This is an optimization exercise on Yosys and OpenROAD, whose aim is small area, not a production implementation.
No run shown here included a check of the RTL's function; only the layout flow was run.
No activity file was given, so power comes from the tool's default toggle rates.

$ cat design/flow/config.mk
export PLATFORM = sky130hd
export DESIGN_NAME = cube_raster
export DESIGN_NICKNAME = cube_raster
export VERILOG_FILES = /design/flow/design.v
export SDC_FILE = /design/flow/constraint.sdc
export NUM_CORES = 4
export LEC_CHECK = 0
export CAP_MARGIN = 20
export CORE_MARGIN = 2
export CORE_UTILIZATION = 40
export SLEW_MARGIN = 20
export SYNTH_HIERARCHICAL = 1
$ cat design/flow/constraint.sdc
create_clock -name core_clock -period 5.0 [get_ports {clk}]
set_input_delay 1.0000 -clock core_clock [delete_from_list [all_inputs] [get_ports {clk}]]
set_output_delay 1.0000 -clock core_clock [all_outputs]
set_load 0.01 [all_outputs]
$ cat design/flow/design.v
package cube_pkg;
    localparam int COLOR_W   = 8;                    
    localparam int DIM_W     = 8;                    
    localparam int PRODUCT_W = COLOR_W + DIM_W;      
    localparam int BIT_IDX_W = $clog2(COLOR_W);      
    typedef logic [COLOR_W-1:0]   color_t;           
    typedef logic [DIM_W-1:0]     dim_t;             
    typedef logic [PRODUCT_W-1:0] product_t;         
    typedef logic [BIT_IDX_W-1:0] bit_idx_t;         
    typedef enum logic [2:0] {
        ST_IDLE,                                     
        ST_LOAD,                                     
        ST_MULT,                                     
        ST_SEND,                                     
        ST_FINISHED                                  
    } seq_state_t;
endpackage
module fa_cell (
    input  logic a,
    input  logic b,
    input  logic c,
    output logic s,
    output logic co
);
    assign s  = a ^ b ^ c;
    assign co = (a & b) | (a & c) | (b & c);
endmodule
module ha_cell (
    input  logic a,
    input  logic b,
    output logic s,
    output logic co
);
    assign s  = a ^ b;
    assign co = a & b;
endmodule
module ha_n_cell (
    input  logic a,
    input  logic b,
    output logic s,
    output logic co
);
    assign s  = ~(a ^ b);
    assign co = a | b;
endmodule
`timescale 1ns/1ns
module cube_raster
#(
    parameter int NUM_LANES       = 10,
    parameter int WORDS_PER_FRAME = 3,
    parameter int BIT_PERIOD      = 20,
    parameter int ONE_HIGH        = 13,
    parameter int ZERO_HIGH       = 6
) (
    input  logic                   clk,
    input  logic                   reset,
    input  logic                   enable_i,
    input  logic                   ack_i,
    input  logic                   pix_valid_i,
    output logic                   pix_ready_o,
    input  cube_pkg::color_t [NUM_LANES-1:0] pix_color_i,    
    input  cube_pkg::dim_t pix_dim_i,
    output logic                   finished_o,
    output logic [NUM_LANES-1:0]   sout_o
);
    logic st_mult, st_send;
    logic idle, active, xfer;
    logic q_last, q_end, w_zero, word_done;
    logic [4:0] q;                                   
    logic [2:0] w;                                   
    logic [1:0] word_cnt;
    logic       last_word;
    logic [7:0] dim_q;
    logic [7:0] ring_q [NUM_LANES];
    logic [NUM_LANES-1:0] bit_q;                     
    logic [7:0]  prod_top;                          
    logic       prod_bit;
    assign idle      = ~(pix_ready_o | st_mult | st_send | finished_o);
    assign active    = st_mult | st_send;
    assign xfer      = pix_ready_o & pix_valid_i;
    assign q_last    = (q == 5'd19);
    assign q_end     = (q == 5'd2);
    assign w_zero    = (w == 3'd0);
    assign word_done = st_send & q_end & w_zero;
    assign last_word = (word_cnt == 2'(WORDS_PER_FRAME - 1));
    always_ff @(posedge clk) begin
        if (reset) begin
            pix_ready_o <= 1'b0;
            st_mult     <= 1'b0;
            st_send     <= 1'b0;
            finished_o  <= 1'b0;
            word_cnt    <= '0;
        end else begin
            pix_ready_o <= (idle & enable_i) | (pix_ready_o & ~pix_valid_i) | (word_done & ~last_word);
            st_mult     <= xfer | (st_mult & ~q_end);
            st_send     <= (st_mult & q_end) | (st_send & ~word_done);
            finished_o  <= (word_done & last_word) | (finished_o & ~ack_i);
            if (word_done) begin
                word_cnt <= last_word ? '0 : word_cnt + 1'b1;
            end
        end
    end
    always_ff @(posedge clk) begin
        if (!active) begin
            q <= 5'd15;
            w <= 3'd7;
        end else begin
            q <= q_last ? 5'd0 : q + 1'b1;
            if (q_last) begin
                w <= w + 1'b1;
            end
        end
    end
    always_ff @(posedge clk) begin
        if (pix_ready_o) begin
            dim_q <= pix_dim_i;
        end
    end
    for (genvar p = 0; p < NUM_LANES; p++) begin : g_ring
        always_ff @(posedge clk) begin
            if (pix_ready_o) begin
                ring_q[p] <= pix_color_i[(14 - p) % 10];
            end else begin
                ring_q[p] <= ring_q[(p + 1) % NUM_LANES];
            end
        end
    end
    always_ff @(posedge clk) begin
        if (q <= 5'd9) begin
            bit_q <= {bit_q[NUM_LANES-2:0], prod_bit};
        end
    end
    for (genvar i = 0; i < NUM_LANES; i++) begin : g_lane
        assign sout_o[i] = st_send & (q >= 5'd5) & ((q <= 5'd10) | ((q <= 5'd17) & bit_q[i]));
    end
    logic pp_0_0, pp_0_1, pp_0_2, pp_0_3, pp_0_4, pp_0_5, pp_0_6, pp_0_7, pp_1_0, pp_1_1, pp_1_2, pp_1_3, pp_1_4, pp_1_5, pp_1_6, pp_1_7, pp_2_0, pp_2_1, pp_2_2, pp_2_3, pp_2_4, pp_2_5, pp_2_6, pp_2_7, pp_3_0, pp_3_1, pp_3_2, pp_3_3, pp_3_4, pp_3_5, pp_3_6, pp_3_7, pp_4_0, pp_4_1, pp_4_2, pp_4_3, pp_4_4, pp_4_5, pp_4_6, pp_4_7, pp_5_0, pp_5_1, pp_5_2, pp_5_3, pp_5_4, pp_5_5, pp_5_6, pp_5_7, pp_6_0, pp_6_1, pp_6_2, pp_6_3, pp_6_4, pp_6_5, pp_6_6, pp_6_7, pp_7_0, pp_7_1, pp_7_2, pp_7_3, pp_7_4, pp_7_5, pp_7_6, pp_7_7, s1, c2, s3, c4, s5, c6, s7, c8, s9, c10, s11, c12, s13, c14, s15, c16, s17, c18, s19, c20, s21, c22, s23, c24, s25, c26, s27, c28, s29, c30, s31, c32, s33, c34, s35, c36, s37, c38, s39, c40, s41, c42, s43, c44, s45, c46, s47, c48, s49, c50, s51, c52, s53, c54, s55, c56, s57, c58, s59, c60, s61, c62, s63, c64, s65, c66, s67, c68, s69, c70, s71, c72, s73, c74, s75, c76, s77, c78, s79, c80, s81, c82, s83, c84;
    logic [15:0] row_a, row_b, prod_full;
    assign pp_0_0 = ring_q[0][0] & dim_q[0];
    assign pp_0_1 = ring_q[0][0] & dim_q[1];
    assign pp_0_2 = ring_q[0][0] & dim_q[2];
    assign pp_0_3 = ring_q[0][0] & dim_q[3];
    assign pp_0_4 = ring_q[0][0] & dim_q[4];
    assign pp_0_5 = ring_q[0][0] & dim_q[5];
    assign pp_0_6 = ring_q[0][0] & dim_q[6];
    assign pp_0_7 = ring_q[0][0] & dim_q[7];
    assign pp_1_0 = ring_q[0][1] & dim_q[0];
    assign pp_1_1 = ring_q[0][1] & dim_q[1];
    assign pp_1_2 = ring_q[0][1] & dim_q[2];
    assign pp_1_3 = ring_q[0][1] & dim_q[3];
    assign pp_1_4 = ring_q[0][1] & dim_q[4];
    assign pp_1_5 = ring_q[0][1] & dim_q[5];
    assign pp_1_6 = ring_q[0][1] & dim_q[6];
    assign pp_1_7 = ring_q[0][1] & dim_q[7];
    assign pp_2_0 = ring_q[0][2] & dim_q[0];
    assign pp_2_1 = ring_q[0][2] & dim_q[1];
    assign pp_2_2 = ring_q[0][2] & dim_q[2];
    assign pp_2_3 = ring_q[0][2] & dim_q[3];
    assign pp_2_4 = ring_q[0][2] & dim_q[4];
    assign pp_2_5 = ring_q[0][2] & dim_q[5];
    assign pp_2_6 = ring_q[0][2] & dim_q[6];
    assign pp_2_7 = ring_q[0][2] & dim_q[7];
    assign pp_3_0 = ring_q[0][3] & dim_q[0];
    assign pp_3_1 = ring_q[0][3] & dim_q[1];
    assign pp_3_2 = ring_q[0][3] & dim_q[2];
    assign pp_3_3 = ring_q[0][3] & dim_q[3];
    assign pp_3_4 = ring_q[0][3] & dim_q[4];
    assign pp_3_5 = ring_q[0][3] & dim_q[5];
    assign pp_3_6 = ring_q[0][3] & dim_q[6];
    assign pp_3_7 = ring_q[0][3] & dim_q[7];
    assign pp_4_0 = ring_q[0][4] & dim_q[0];
    assign pp_4_1 = ring_q[0][4] & dim_q[1];
    assign pp_4_2 = ring_q[0][4] & dim_q[2];
    assign pp_4_3 = ring_q[0][4] & dim_q[3];
    assign pp_4_4 = ring_q[0][4] & dim_q[4];
    assign pp_4_5 = ring_q[0][4] & dim_q[5];
    assign pp_4_6 = ring_q[0][4] & dim_q[6];
    assign pp_4_7 = ring_q[0][4] & dim_q[7];
    assign pp_5_0 = ring_q[0][5] & dim_q[0];
    assign pp_5_1 = ring_q[0][5] & dim_q[1];
    assign pp_5_2 = ring_q[0][5] & dim_q[2];
    assign pp_5_3 = ring_q[0][5] & dim_q[3];
    assign pp_5_4 = ring_q[0][5] & dim_q[4];
    assign pp_5_5 = ring_q[0][5] & dim_q[5];
    assign pp_5_6 = ring_q[0][5] & dim_q[6];
    assign pp_5_7 = ring_q[0][5] & dim_q[7];
    assign pp_6_0 = ring_q[0][6] & dim_q[0];
    assign pp_6_1 = ring_q[0][6] & dim_q[1];
    assign pp_6_2 = ring_q[0][6] & dim_q[2];
    assign pp_6_3 = ring_q[0][6] & dim_q[3];
    assign pp_6_4 = ring_q[0][6] & dim_q[4];
    assign pp_6_5 = ring_q[0][6] & dim_q[5];
    assign pp_6_6 = ring_q[0][6] & dim_q[6];
    assign pp_6_7 = ring_q[0][6] & dim_q[7];
    assign pp_7_0 = ring_q[0][7] & dim_q[0];
    assign pp_7_1 = ring_q[0][7] & dim_q[1];
    assign pp_7_2 = ring_q[0][7] & dim_q[2];
    assign pp_7_3 = ring_q[0][7] & dim_q[3];
    assign pp_7_4 = ring_q[0][7] & dim_q[4];
    assign pp_7_5 = ring_q[0][7] & dim_q[5];
    assign pp_7_6 = ring_q[0][7] & dim_q[6];
    assign pp_7_7 = ring_q[0][7] & dim_q[7];
    ha_cell u_ha2 (.a(pp_0_6), .b(pp_1_5), .s(s1), .co(c2));
    fa_cell u_fa4 (.a(pp_0_7), .b(pp_1_6), .c(pp_2_5), .s(s3), .co(c4));
    ha_cell u_ha6 (.a(pp_3_4), .b(pp_4_3), .s(s5), .co(c6));
    fa_cell u_fa8 (.a(pp_1_7), .b(pp_2_6), .c(pp_3_5), .s(s7), .co(c8));
    ha_cell u_ha10 (.a(pp_4_4), .b(pp_5_3), .s(s9), .co(c10));
    fa_cell u_fa12 (.a(pp_2_7), .b(pp_3_6), .c(pp_4_5), .s(s11), .co(c12));
    ha_cell u_ha14 (.a(pp_0_4), .b(pp_1_3), .s(s13), .co(c14));
    fa_cell u_fa16 (.a(pp_0_5), .b(pp_1_4), .c(pp_2_3), .s(s15), .co(c16));
    ha_cell u_ha18 (.a(pp_3_2), .b(pp_4_1), .s(s17), .co(c18));
    fa_cell u_fa20 (.a(pp_2_4), .b(pp_3_3), .c(pp_4_2), .s(s19), .co(c20));
    fa_cell u_fa22 (.a(pp_5_1), .b(pp_6_0), .c(s1), .s(s21), .co(c22));
    fa_cell u_fa24 (.a(pp_5_2), .b(pp_6_1), .c(pp_7_0), .s(s23), .co(c24));
    fa_cell u_fa26 (.a(c2), .b(s3), .c(s5), .s(s25), .co(c26));
    fa_cell u_fa28 (.a(pp_6_2), .b(pp_7_1), .c(c4), .s(s27), .co(c28));
    fa_cell u_fa30 (.a(c6), .b(s7), .c(s9), .s(s29), .co(c30));
    fa_cell u_fa32 (.a(pp_5_4), .b(pp_6_3), .c(pp_7_2), .s(s31), .co(c32));
    fa_cell u_fa34 (.a(c8), .b(c10), .c(s11), .s(s33), .co(c34));
    fa_cell u_fa36 (.a(pp_3_7), .b(pp_4_6), .c(pp_5_5), .s(s35), .co(c36));
    fa_cell u_fa38 (.a(pp_6_4), .b(pp_7_3), .c(c12), .s(s37), .co(c38));
    fa_cell u_fa40 (.a(pp_4_7), .b(pp_5_6), .c(pp_6_5), .s(s39), .co(c40));
    ha_cell u_ha42 (.a(pp_0_3), .b(pp_1_2), .s(s41), .co(c42));
    fa_cell u_fa44 (.a(pp_2_2), .b(pp_3_1), .c(pp_4_0), .s(s43), .co(c44));
    fa_cell u_fa46 (.a(pp_5_0), .b(c14), .c(s15), .s(s45), .co(c46));
    fa_cell u_fa48 (.a(c16), .b(c18), .c(s19), .s(s47), .co(c48));
    fa_cell u_fa50 (.a(c20), .b(c22), .c(s23), .s(s49), .co(c50));
    fa_cell u_fa52 (.a(c24), .b(c26), .c(s27), .s(s51), .co(c52));
    fa_cell u_fa54 (.a(c28), .b(c30), .c(s31), .s(s53), .co(c54));
    fa_cell u_fa56 (.a(c32), .b(c34), .c(s35), .s(s55), .co(c56));
    fa_cell u_fa58 (.a(pp_7_4), .b(c36), .c(c38), .s(s57), .co(c58));
    fa_cell u_fa60 (.a(pp_5_7), .b(pp_6_6), .c(pp_7_5), .s(s59), .co(c60));
    ha_cell u_ha62 (.a(pp_0_2), .b(pp_1_1), .s(s61), .co(c62));
    fa_cell u_fa64 (.a(pp_2_1), .b(pp_3_0), .c(s41), .s(s63), .co(c64));
    fa_cell u_fa66 (.a(s13), .b(c42), .c(s43), .s(s65), .co(c66));
    fa_cell u_fa68 (.a(s17), .b(c44), .c(s45), .s(s67), .co(c68));
    fa_cell u_fa70 (.a(s21), .b(c46), .c(s47), .s(s69), .co(c70));
    fa_cell u_fa72 (.a(s25), .b(c48), .c(s49), .s(s71), .co(c72));
    fa_cell u_fa74 (.a(s29), .b(c50), .c(s51), .s(s73), .co(c74));
    fa_cell u_fa76 (.a(s33), .b(c52), .c(s53), .s(s75), .co(c76));
    fa_cell u_fa78 (.a(s37), .b(c54), .c(s55), .s(s77), .co(c78));
    fa_cell u_fa80 (.a(s39), .b(c56), .c(s57), .s(s79), .co(c80));
    fa_cell u_fa82 (.a(c40), .b(c58), .c(s59), .s(s81), .co(c82));
    fa_cell u_fa84 (.a(pp_6_7), .b(pp_7_6), .c(c60), .s(s83), .co(c84));
    assign row_a = {1'b0, pp_7_7, c82, c80, c78, c76, c74, c72, c70, c68, c66, c64, c62, pp_2_0, pp_0_1, pp_0_0};
    assign row_b = {1'b0, c84, s83, s81, s79, s77, s75, s73, s71, s69, s67, s65, s63, s61, pp_1_0, 1'b0};
    assign prod_full = row_a + row_b;
    assign prod_top = prod_full[15:8];
    assign prod_bit = prod_top[3'd7 - w];
endmodule
$ cat design/flow/flow/run.sh
#!/bin/bash
# Layout flow: the standard flow (standard.sh) with two changes:
#  - port buffers are the smallest buffer, sky130_fd_sc_hd__buf_1
#  - clock tree synthesis uses small clock buffers and inserts no dummy loads
# The make output goes to standard.log here; ORFS keeps each step's log too.
set -euo pipefail
export BUFFER_PORTS_ARGS="-buffer_cell sky130_fd_sc_hd__buf_1"
export CTS_ARGS="-sink_clustering_enable -repair_clock_nets -dont_use_dummy_load -buf_list sky130_fd_sc_hd__clkbuf_8"
bash standard.sh > standard.log 2>&1
$ cat design/flow/standard.sh
#!/bin/bash
# synth_recipe.tcl (not shown) runs the flow's synth.tcl, then flattens the netlist and writes it again
# the make line also repeats each setting of config.mk as NAME=value (left out here)
make -C /OpenROAD-flow-scripts/flow DESIGN_CONFIG=/design/flow/config.mk WORK_HOME=/design/flow/orfs CLKGATE_MAP_FILE= SYNTH_SCRIPT=/design/flow/synth_recipe.tcl "${@:-finish}"
==> impl_metrics.sql, run 1 <==
INSERT INTO impl_metrics (metric_group, metric, value, unit) VALUES
('clocking', 'cts-htree-levels', '3', ''),
('clocking', 'cts.reportedPaths.clkPinSlew', '0.10', 'ns'),
('floorplan', 'std_cell_rows', '43', ''),
('worst_setup_path', 'crit_end_element', 'flop', ''),
('worst_setup_path', 'timing.rr.start', 'dim_q[6]', ''),
('floorplan', 'effective_utilization_at_floorplan', '40.62', '%'),
('worst_setup_path', 'startpoint', 'dim_q[6]', ''),
('clocking', 'tritoncts', 'built', ''),
('layout', 'final_nets', '717', ''),
('layout', 'fin_cells', '742', ''),
('logic_synthesis', 'ys_warn_count', '8', ''),
('layout', 'fillers', '1320', ''),
('logic_synthesis', 'synthDominantAreaCellType', 'sky130_fd_sc_hd__dfxtp_1', ''),
('route', 'drt_iter0_markers', '158', ''),
('logic_synthesis', 'edff_count_synth', '18', ''),
('placed_design', 'port-buffer-count', '104', ''),
('logic_synthesis', 'syn_avg_cell_area', '12.01', 'sq um'),
('logic_synthesis', 'asyncSetResetFlopFracSynth', '0', '%'),
('power_and_ir_drop', 'p_int', '0.001947', 'W'),
('clocking', 'ctsRootBufferMaster', 'sky130_fd_sc_hd__clkbuf_8', ''),
('layout', 'syn_to_final_growth', '12.39', '%'),
('logic_synthesis', 'post_synth_instance_area', '5573', 'sq um'),
('logic_synthesis', 'synth_simple_gate_area_share', '12.17', '%'),
('clocking', 'number_of_buffers_added_to_fix_hold_violations_after_cts', '0', ''),
('placed_design', 'place_worst_setup_slack', '0.4721', 'ns'),
('logic_synthesis', 'ys_dominant_reg_cell', 'sky130_fd_sc_hd__dfxtp_1', ''),
('run', 'maxCapViolCount', '0', ''),
('placed_design', 'placement.cell_area', '6140', 'sq um'),
('grt', 'grt_pass1_vias', '3812', ''),
('clocking', 'clkLatencyLatePin', '0.38', 'ns'),
('worst_setup_path', 'worstSetupStartpointType', 'flop', ''),
('timing', 'min_period', '4.552', 'ns'),
('logic_synthesis', 'part_of_the_yosys_area_used_for_sequential_elements', '43.47', '%'),
('worst_setup_path', 'timing.critical_path.arrival', '4.73', 'ns'),
('layout', 'postLayoutCellArea', '6264', 'sq um'),
('layout', 'flip_flop_and_latch_area', '2426', 'sq um'),
('power_and_ir_drop', 'switching_share', '34.55', '%'),
('worst_setup_path', 'worst-setup-path-type', 'flop to flop', ''),
('clocking', 'postCtsSetupRepairBufs', '0', ''),
('outcome', 'outcome', 'finished clean', ''),
('logic_synthesis', 'synth_fp_nets', '617', ''),
('clocking', 'cts_repair_resize_count', '0', ''),
('timing', 'finalCritPeriodShare', '91.04', '%'),
('power_and_ir_drop', 'power.leakage', '2.502', 'nW'),
('placed_design', 'placed_cells_incl_taps', '733', ''),
('floorplan', 'io_pins', '105', ''),
('timing', 'max_clock_freq', '219.7', 'MHz'),
('logic_synthesis', 'synthXorXnorAreaFrac', '0.7858', '%'),
('worst_setup_path', 'rr_endpoint', 'bit_q[0]', ''),
('layout', 'layout-drive-gt1-share', '14.06', '%'),
('power_and_ir_drop', 'netSwitchingPower', '0.001028', 'W'),
('logic_synthesis', 'synth_mux_area_share', '16.70', '%'),
('placed_design', 'detailed_place_hpwl', '8.201', 'mm'),
('grt', 'antenna_violations_before_repair', '0', ''),
('logic_synthesis', 'synth-compound-area-share', '6.938', '%'),
('power_and_ir_drop', 'powerDensity', '474.9', 'nW/um^2'),
('logic_synthesis', 'syn-instance-count', '464', ''),
('clocking', 'clock_path_buffers', '2', ''),
('clocking', 'cts_sinks', '112', ''),
('floorplan', 'die-width', '122.0', 'um'),
('timing', 'grt_setup_unrepaired', 'false', ''),
('logic_synthesis', 'synthMostInstantiatedCell', 'sky130_fd_sc_hd__dfxtp_1', ''),
('power_and_ir_drop', 'power.ir.vdd_worst', '190.9', 'uV'),
('power_and_ir_drop', 'power_frac_comb', '45.7', '%'),
('grt', 'grt_max_degree', '53', ''),
('min_path', 'hold_path_class', 'flop to flop', ''),
('logic_synthesis', 'combinational_family_with_the_most_area_after_synthesis', 'adder cells', ''),
('worst_setup_path', 'cp.required', '5.18', 'ns'),
('route', 'wire_per_inst', '14.64', 'um'),
('worst_setup_path', 'timing.reg2reg.setup_slack', '0.45', 'ns'),
('logic_synthesis', 'synth.top_cells.by_count', 'sky130_fd_sc_hd__dfxtp_1, sky130_fd_sc_hd__and2_1, sky130_fd_sc_hd__mux2_2, sky130_fd_sc_hd__fa_1, sky130_fd_sc_hd__ha_1', '');
-- how the worst min path moves through the flow --
stage	start	end	slack, ns	depth (start not counted)
floorplan	ring_q[2][4]	ring_q[1][4]	0.41	1
global placement	ring_q[3][5]	ring_q[2][5]	0.42	1
detailed placement	ring_q[2][4]	ring_q[1][4]	0.42	1
CTS	ring_q[9][4]	ring_q[8][4]	0.43	1
global route	ring_q[9][5]	ring_q[8][5]	0.45	1
finish	ring_q[9][0]	ring_q[8][0]	0.43	1
-- area by class of cell --
cell class	count	area share, %
clock buffers	9	1.978
inverters	10	0.5993
flip-flops and latches	112	38.73
repair buffers	105	6.352
multi-input cells	326	48.74
well taps	180	3.596
-- registers in the layout (all words and copies together), names as in the netlist --
register,flops
ring_q,80
bit_q,10
dim_q,8
q,5
w,3
word_cnt,2
finished_o,1
pix_ready_o,1
st_mult,1
st_send,1
-- worst max-delay path, stage by stage (launching register included) --
cell and delay (ns):
sky130_fd_sc_hd__edfxtp_1 0.47, sky130_fd_sc_hd__and2_1 0.22, sky130_fd_sc_hd__fa_1 0.48, sky130_fd_sc_hd__fa_1 0.43, sky130_fd_sc_hd__fa_1 0.53, sky130_fd_sc_hd__fa_1 0.41
sky130_fd_sc_hd__ha_1 0.35, sky130_fd_sc_hd__and2_1 0.18, sky130_fd_sc_hd__a32o_2 0.27, sky130_fd_sc_hd__o31a_1 0.30, sky130_fd_sc_hd__and3_4 0.19, sky130_fd_sc_hd__o31a_1 0.28
sky130_fd_sc_hd__o32ai_2 0.25
-- kinds of logic after synthesis --
family	Yosys count
AO/OA/AOI/OAI	57
XOR/XNOR	5
adder cells (fa/ha/maj)	60
buffers and inverters	26
flip-flops	112
multiplexers	83
AND/OR/NAND/NOR	121
-- per-layer routing --
| metal | global-route usage, % | wire, um | vias to the layer above |
|---|---|---|---|
| met5 | 0 | 0 | - |
| met4 | 5.388 | 201 | 0 |
| met3 | 5.946 | 730 | 13 |
| met2 | 24.83 | 4932 | 81 |
| met1 | 20.07 | 4995 | 1706 |
| li1 | - | - | 1807 |
-- cell usage in the layout, fill, tap and decap left out, types with 18 or more instances in the layout --
cell / count
sky130_fd_sc_hd__a21oi_1: 19
sky130_fd_sc_hd__and2_1: 62
sky130_fd_sc_hd__mux2_2: 61
sky130_fd_sc_hd__mux2_1: 19
sky130_fd_sc_hd__buf_1: 104
sky130_fd_sc_hd__nand2_1: 19
sky130_fd_sc_hd__ha_1: 25
sky130_fd_sc_hd__dfxtp_1: 93
sky130_fd_sc_hd__fa_1: 35
sky130_fd_sc_hd__edfxtp_1: 18
-- modules after synthesis (local to each module, per instance) --
| module | times used | cell area (sq um) | cells | flops+latches |
|---|---|---|---|---|
| cube_raster | 1 | 4785 | 422 | 112 |
| fa_cell | 35 | 20.02 | 1 | 0 |
| ha_cell | 7 | 12.51 | 1 | 0 |
-- power by group through the flow --
stage               clock [W]  sequential, W  combinational, W
finish               0.000423        0.00119           0.00136
global placement            0        0.00121           0.00133
floorplan                   0        0.00116           0.00112
CTS                  0.000445        0.00120           0.00137
global route         0.000477        0.00122           0.00155
detailed placement          0        0.00122           0.00135
-- stage by stage --
| stage | hold WS (ns) | utilization (%) | total power [W] |
|---|---|---|---|
| after floorplan | 0.4104 | - | 0.002278 |
| after global placement | 0.4193 | 44.75 | 0.002544 |
| after detailed placement | 0.4219 | 44.75 | 0.002571 |
| after CTS | 0.4334 | 45.65 | 0.003012 |
| after global routing | 0.4455 | 45.65 | 0.003247 |
| final | 0.4314 | 45.65 | 0.002975 |
==> run 2, diff against run 1 <==
==> design/flow/design.v (replaced) <==
package cube_pkg;
    localparam int COLOR_W   = 8;                    
    localparam int DIM_W     = 8;                    
    localparam int PRODUCT_W = COLOR_W + DIM_W;      
    localparam int BIT_IDX_W = $clog2(COLOR_W);      
    typedef logic [COLOR_W-1:0]   color_t;           
    typedef logic [DIM_W-1:0]     dim_t;             
    typedef logic [PRODUCT_W-1:0] product_t;         
    typedef logic [BIT_IDX_W-1:0] bit_idx_t;         
    typedef enum logic [2:0] {
        ST_IDLE,                                     
        ST_LOAD,                                     
        ST_MULT,                                     
        ST_SEND,                                     
        ST_FINISHED                                  
    } seq_state_t;
endpackage
`timescale 1ns/1ns
module cube_raster
#(
    parameter int NUM_LANES       = 10,
    parameter int WORDS_PER_FRAME = 3,
    parameter int BIT_PERIOD      = 20,
    parameter int ONE_HIGH        = 13,
    parameter int ZERO_HIGH       = 6
) (
    input  logic                   clk,
    input  logic                   reset,
    input  logic                   enable_i,
    input  logic                   ack_i,
    input  logic                   pix_valid_i,
    output logic                   pix_ready_o,
    input  cube_pkg::color_t [NUM_LANES-1:0] pix_color_i,    
    input  cube_pkg::dim_t pix_dim_i,
    output logic                   finished_o,
    output logic [NUM_LANES-1:0]   sout_o
);
    logic st_mult, st_send;
    logic idle, active, xfer;
    logic q_last, q_end, w_zero, word_done;
    logic [4:0] q;                                   
    logic [2:0] w;                                   
    logic [1:0] word_cnt;
    logic       last_word;
    logic [7:0] dim_q;
    logic [7:0] color_q [NUM_LANES];
    logic [NUM_LANES-1:0] bit_q;                     
    logic [7:0] sel_q;                               
    logic [15:0] prod;
    logic       prod_bit;
    assign idle      = ~(pix_ready_o | st_mult | st_send | finished_o);
    assign active    = st_mult | st_send;
    assign xfer      = pix_ready_o & pix_valid_i;
    assign q_last    = (q == 5'd19);
    assign q_end     = (q == 5'd2);
    assign w_zero    = (w == 3'd0);
    assign word_done = st_send & q_end & w_zero;
    assign last_word = (word_cnt == 2'(WORDS_PER_FRAME - 1));
    always_ff @(posedge clk) begin
        if (reset) begin
            pix_ready_o <= 1'b0;
            st_mult     <= 1'b0;
            st_send     <= 1'b0;
            finished_o  <= 1'b0;
            word_cnt    <= '0;
        end else begin
            pix_ready_o <= (idle & enable_i) | (pix_ready_o & ~pix_valid_i) | (word_done & ~last_word);
            st_mult     <= xfer | (st_mult & ~q_end);
            st_send     <= (st_mult & q_end) | (st_send & ~word_done);
            finished_o  <= (word_done & last_word) | (finished_o & ~ack_i);
            if (word_done) begin
                word_cnt <= last_word ? '0 : word_cnt + 1'b1;
            end
        end
    end
    always_ff @(posedge clk) begin
        if (!active) begin
            q <= 5'd15;
            w <= 3'd7;
        end else begin
            q <= q_last ? 5'd0 : q + 1'b1;
            if (q == 5'd0) begin
                w <= w + 1'b1;
            end
        end
    end
    always_ff @(posedge clk) begin
        if (pix_ready_o) begin
            dim_q <= pix_dim_i;
        end
    end
    for (genvar i = 0; i < NUM_LANES; i++) begin : g_lane
        always_ff @(posedge clk) begin
            if (pix_ready_o) begin
                color_q[i] <= pix_color_i[i];
            end
            if (q == 5'(i + 1)) begin
                bit_q[i] <= prod_bit;
            end
        end
        assign sout_o[i] = st_send & (q >= 5'd5) & ((q <= 5'd10) | ((q <= 5'd17) & bit_q[i]));
    end
    always_ff @(posedge clk) begin
        sel_q <= q[3] ? color_q[{3'b100, q[0]}] : color_q[{1'b0, q[2:0]}];
    end
    assign prod     = sel_q * dim_q;
    assign prod_bit = prod[4'd15 - {1'b0, w}];
endmodule
==> design/flow/run.sh (new file) <==
#!/bin/bash
# synth_recipe.tcl (not shown) runs the flow's synth.tcl, then flattens the netlist and writes it again
# the make line also repeats each setting of config.mk as NAME=value (left out here)
make -C /OpenROAD-flow-scripts/flow DESIGN_CONFIG=/design/flow/config.mk WORK_HOME=/design/flow/orfs CLKGATE_MAP_FILE= SYNTH_SCRIPT=/design/flow/synth_recipe.tcl finish
--- a/design/flow/config.mk
+++ b/design/flow/config.mk
@@ -11,2 +11 @@
 export SLEW_MARGIN = 20
-export SYNTH_HIERARCHICAL = 1
removed: design/flow/flow/run.sh
removed: design/flow/standard.sh
==> run 2 against run 1 <==
Fmax shrank 5.9%. Count of clock-buffer cells in the layout grew 9. Combinational power grew about 10%. Synthesized area grew 18%. Hold slack gained 0.068 ns. Synthesized cell count grew 15%. Die area grew 17%. Cell area grew 38%. Routed wire length grew 35%. Largest cell class is now flip-flops and latches. Power grew 35%.
==> impl_metrics.sql, run 2 <==
INSERT INTO impl_metrics (metric_group, metric, value, unit) VALUES
('placed_design', 'port-buffer-count', '104', ''),
('timing', 'holdWs', '0.4991', 'ns'),
('grt', 'grt_util_met2', '28.53', '%'),
('timing', 'clock-skew-final', '0.006444', 'ns'),
('logic_synthesis', 'post_synth_instance_area', '6558', 'sq um'),
('timing', 'max_clock_freq', '206.6', 'MHz'),
('grt', 'grt_most_used_layer', 'met2', ''),
('clocking', 'clkLatencyLatePin', '0.41', 'ns'),
('worst_setup_path', 'worst-setup-path-type', 'flop to flop', ''),
('layout', 'largest_register_ff_count', '80', ''),
('route', 'post_drt_via_cell_ratio', '5.089', ''),
('timing', 'slew_violations', '0', ''),
('grt', 'grtUsageMet1', '22.70', '%'),
('layout', 'syn_to_final_growth', '31.46', '%'),
('logic_synthesis', 'synth_top_area_share', '44.88', '%'),
('min_path', 'hold_path_class', 'flop to flop', ''),
('layout', 'postLayoutCellArea', '8621', 'sq um'),
('worst_setup_path', 'timing.critical_path.arrival', '5.00', 'ns'),
('route', 'route.detailed.drc', '0', ''),
('power_and_ir_drop', 'power.ir.vdd_worst', '284.7', 'uV'),
('clocking', 'number_of_buffers_added_to_fix_hold_violations_after_cts', '0', ''),
('route', 'antenna_violating_nets_post_route', '0', ''),
('power_and_ir_drop', 'totalPowerFinal', '0.004026', 'W'),
('clocking', 'tritoncts', 'built', ''),
('logic_synthesis', 'syn_avg_cell_area', '12.28', 'sq um'),
('logic_synthesis', 'synthMostInstantiatedCell', 'sky130_fd_sc_hd__edfxtp_1', ''),
('logic_synthesis', 'ys_dominant_reg_cell', 'sky130_fd_sc_hd__edfxtp_1', ''),
('logic_synthesis', 'part_of_the_yosys_area_used_for_sequential_elements', '51.59', '%'),
('clocking', 'cts.reportedPaths.clkPinSlew', '0.06', 'ns'),
('layout', 'layout_common_cells', 'sky130_fd_sc_hd__clkdlybuf4s50_1, sky130_fd_sc_hd__edfxtp_1, sky130_fd_sc_hd__inv_1, sky130_fd_sc_hd__and2_1, sky130_fd_sc_hd__nand2_1', ''),
('logic_synthesis', 'ys_top_cells_by_area', 'sky130_fd_sc_hd__edfxtp_1, sky130_fd_sc_hd__fa_1, sky130_fd_sc_hd__ha_1', ''),
('route', 'drt-total-wl', '14.61', 'mm'),
('route', 'wire_per_inst', '16.46', 'um'),
('clocking', 'clock_path_buffers', '2', ''),
('outcome', 'outcome', 'finished clean', ''),
('logic_synthesis', 'synthDominantAreaCellType', 'sky130_fd_sc_hd__edfxtp_1', ''),
('logic_synthesis', 'edff_count_synth', '98', ''),
('logic_synthesis', 'ys_ff_latch', '120', ''),
('grt', 'grt_pass1_vias', '4693', ''),
('grt', 'grt_pass1_wl', '23.98', 'mm'),
('worst_setup_path', 'crit_end_element', 'flop', ''),
('clocking', 'cts_sinks', '120', ''),
('clocking', 'cts_buffers', '17', ''),
('logic_synthesis', 'yosys.cell_types.count', '50', ''),
('power_and_ir_drop', 'powerDensity', '467.0', 'nW/um^2'),
('route', 'vias_post_dr', '4519', ''),
('grt', 'grt_max_degree', '79', ''),
('floorplan', 'io_pins', '105', ''),
('worst_setup_path', 'worst-path-max-fanout', '10', ''),
('placed_design', 'placement.cell_area', '7900', 'sq um'),
('power_and_ir_drop', 'power.leakage', '3.369', 'nW'),
('timing', 'min_period', '4.839', 'ns'),
('timing', 'finalCritPeriodShare', '96.78', '%'),
('logic_synthesis', 'asyncSetResetFlopFracSynth', '0', '%'),
('floorplan', 'die-width', '132.0', 'um'),
('floorplan', 'std_cell_rows', '46', ''),
('floorplan', 'design.core.area', '15940', 'sq um'),
('grt', 'antenna_violations_before_repair', '0', ''),
('timing', 'final.setup.tns', '0', 'ns'),
('worst_setup_path', 'cp.required', '5.16', 'ns'),
('timing', 'setup_violations', '0', ''),
('layout', 'post-route-util', '54.07', '%'),
('floorplan', 'area_of_the_die', '17430', 'sq um'),
('route', 'drt_iter0_markers', '244', ''),
('worst_setup_path', 'worstSetupStartpointType', 'flop', ''),
('timing', 'slew_worst_pin', '0.9772', 'ns'),
('layout', 'layout-drive-gt1-share', '10.71', '%'),
('placed_design', 'globalplace.congestion', '0.8468', ''),
('run', 'maxCapViolCount', '0', ''),
('grt', 'gr-usage-met3', '5.229', '%'),
('logic_synthesis', 'ys_warn_count', '2', ''),
('grt', 'grtUsageTotal', '17.67', '%'),
('timing', 'worst_slew_margin_rel', '34.85', '%'),
('layout', 'layout_commonest_cell', 'sky130_fd_sc_hd__clkdlybuf4s50_1', ''),
('layout', 'final_nets', '828', ''),
('timing', 'finalHoldViolCount', '0', ''),
('logic_synthesis', 'synth.top_cells.by_count', 'sky130_fd_sc_hd__edfxtp_1, sky130_fd_sc_hd__inv_1, sky130_fd_sc_hd__and2_1, sky130_fd_sc_hd__ha_1, sky130_fd_sc_hd__nand2_1', ''),
('logic_synthesis', 'synth_fp_nets', '703', ''),
('layout', 'top_register', 'color_q', ''),
('clocking', 'cts-htree-levels', '4', ''),
('placed_design', 'detailed_place_hpwl', '11.14', 'mm'),
('route', 'drt_pre_antenna_iters', '5', ''),
('layout', 'number_of_antenna_cells_inserted', '0', ''),
('floorplan', 'dieHeight', '132.0', 'um'),
('clocking', 'ctsRootBufferMaster', 'sky130_fd_sc_hd__clkbuf_16', ''),
('grt', 'grt_overflow', '0', ''),
('logic_synthesis', 'syn-instance-count', '534', ''),
('floorplan', 'effective_utilization_at_floorplan', '41.13', '%'),
('layout', 'reg_top3', 'color_q: 80 flops, bit_q: 10 flops', '');
-- run 2: cell types whose count changed in the layout (fill, tap and decap cells not counted), sizes merged, moves of 10 or more --
cell	before	now
clkdlybuf4s50	0	104
buf	105	18
edfxtp	18	98
mux2	80	6
dfxtp	94	22
inv	10	53
nand2	19	41
ha	25	41
and2	62	49
a222oi	0	11
o21a	2	12
-- run 2: per-layer routing --
metal / part of all wire [%] / vias up
li1: - / 2192
met1: 44 / 2177
met2: 49 / 129
met3: 5.5 / 21
met4: 1.4 / 0
met5: 0 / -
-- run 2: area by class of cell --
type	instances	area (sq um)
sequential	120	3391
fill	1360	7322
tap	216	270.3
clock inverter	14	196.4
timing repair buffer	122	1176
clock buffer	18	429.2
multi-input combinational	346	2963
inverter	52	195.2
-- run 2: path summary, 6_finish.rpt --
path	startpoint	end	slack, ns	cells after the start
setup reg to reg	dim_q[4]	bit_q[3]	0.16	17
hold reg to reg	word_cnt[1]	word_cnt[1]	0.50	2
setup / recovery	dim_q[4]	bit_q[3]	0.16	17
hold / removal	word_cnt[1]	word_cnt[1]	0.50	2
-- run 2: repair_timing --
action / CTS / global route
pin swaps: 1 / 6
cloned: 0 / 0
endpoints found under the setup margin: 10 / 10
buffers inserted: 1 / 4
gates resized for setup: 0 / 13
-- run 2: power breakdown --
part | leakage [nW] | internal (W) | switching (W)
logic | 1.98 | 0.000687 | 0.000810
clock network | 0.297 | 0.000835 | 0.000437
registers | 1.09 | 0.00122 | 0.0000414
total | 3.37 | 0.00274 | 0.00129
-- run 2: through the flow --
| stage | instances | setup WS, ns |
|---|---|---|
| floorplan | 534 | 0.1717 |
| global placement | 851 | 0.07712 |
| detailed placement | 851 | -0.05375 |
| CTS | 884 | 0.06170 |
| global route | 888 | -0.02027 |
| finish | 888 | 0.1608 |
-- run 2: cell families after synthesis --
| family | count (synthesis) | share of synthesized area, % |
|---|---|---|
| simple gates | 143 | 11.30 |
| flops | 120 | 51.59 |
| compound gates | 113 | 12.40 |
| fa+ha+maj | 76 | 18.51 |
| buf+inv | 68 | 4.045 |
| mux | 9 | 1.488 |
| xor+xnor | 5 | 0.6678 |
-- run 2: worst max-delay path: stages, from the launching register on --
cell                       delay, ns
sky130_fd_sc_hd__edfxtp_1       0.48
sky130_fd_sc_hd__buf_4          0.18
sky130_fd_sc_hd__nand2_2        0.05
sky130_fd_sc_hd__fa_1           0.43
sky130_fd_sc_hd__fa_1           0.50
sky130_fd_sc_hd__inv_1          0.05
sky130_fd_sc_hd__fa_1           0.52
sky130_fd_sc_hd__inv_1          0.05
sky130_fd_sc_hd__fa_1           0.52
sky130_fd_sc_hd__inv_1          0.07
sky130_fd_sc_hd__ha_4           0.26
sky130_fd_sc_hd__a211oi_4       0.23
sky130_fd_sc_hd__o211ai_2       0.14
sky130_fd_sc_hd__a211o_1        0.34
sky130_fd_sc_hd__a211o_1        0.31
sky130_fd_sc_hd__a31oi_1        0.17
sky130_fd_sc_hd__o211ai_1       0.09
sky130_fd_sc_hd__buf_4          0.18

[separate check: timing with driven ports]
No port has a modelled driver above. Below, the same layouts with a new extraction and two added sets of constraints.
Step 1: set_driving_cell puts a clkbuf_16 on clk and a buf_2 on each other input, an assumption about the parent block.
Step 2, shift: input delay + t, output delay - t, t = (earliest + latest rising clock arrival at the registers) / 2. This alone moves slack from input paths to output paths.
Slacks: no drivers / after step 1 / after step 2; pairs: no drivers / after step 1.
| run | t, ns | setup WS [ns] | worst register clock-pin slew, ns |
|---|---|---|---|
| run 1 | 0.394 | 0.448 / 0.448 / 0.448 | 0.11 / 0.11 |
| run 2 | 0.453 | 0.161 / 0.161 / 0.161 | 0.06 / 0.06 |
After both steps setup and hold are still met in every run listed.
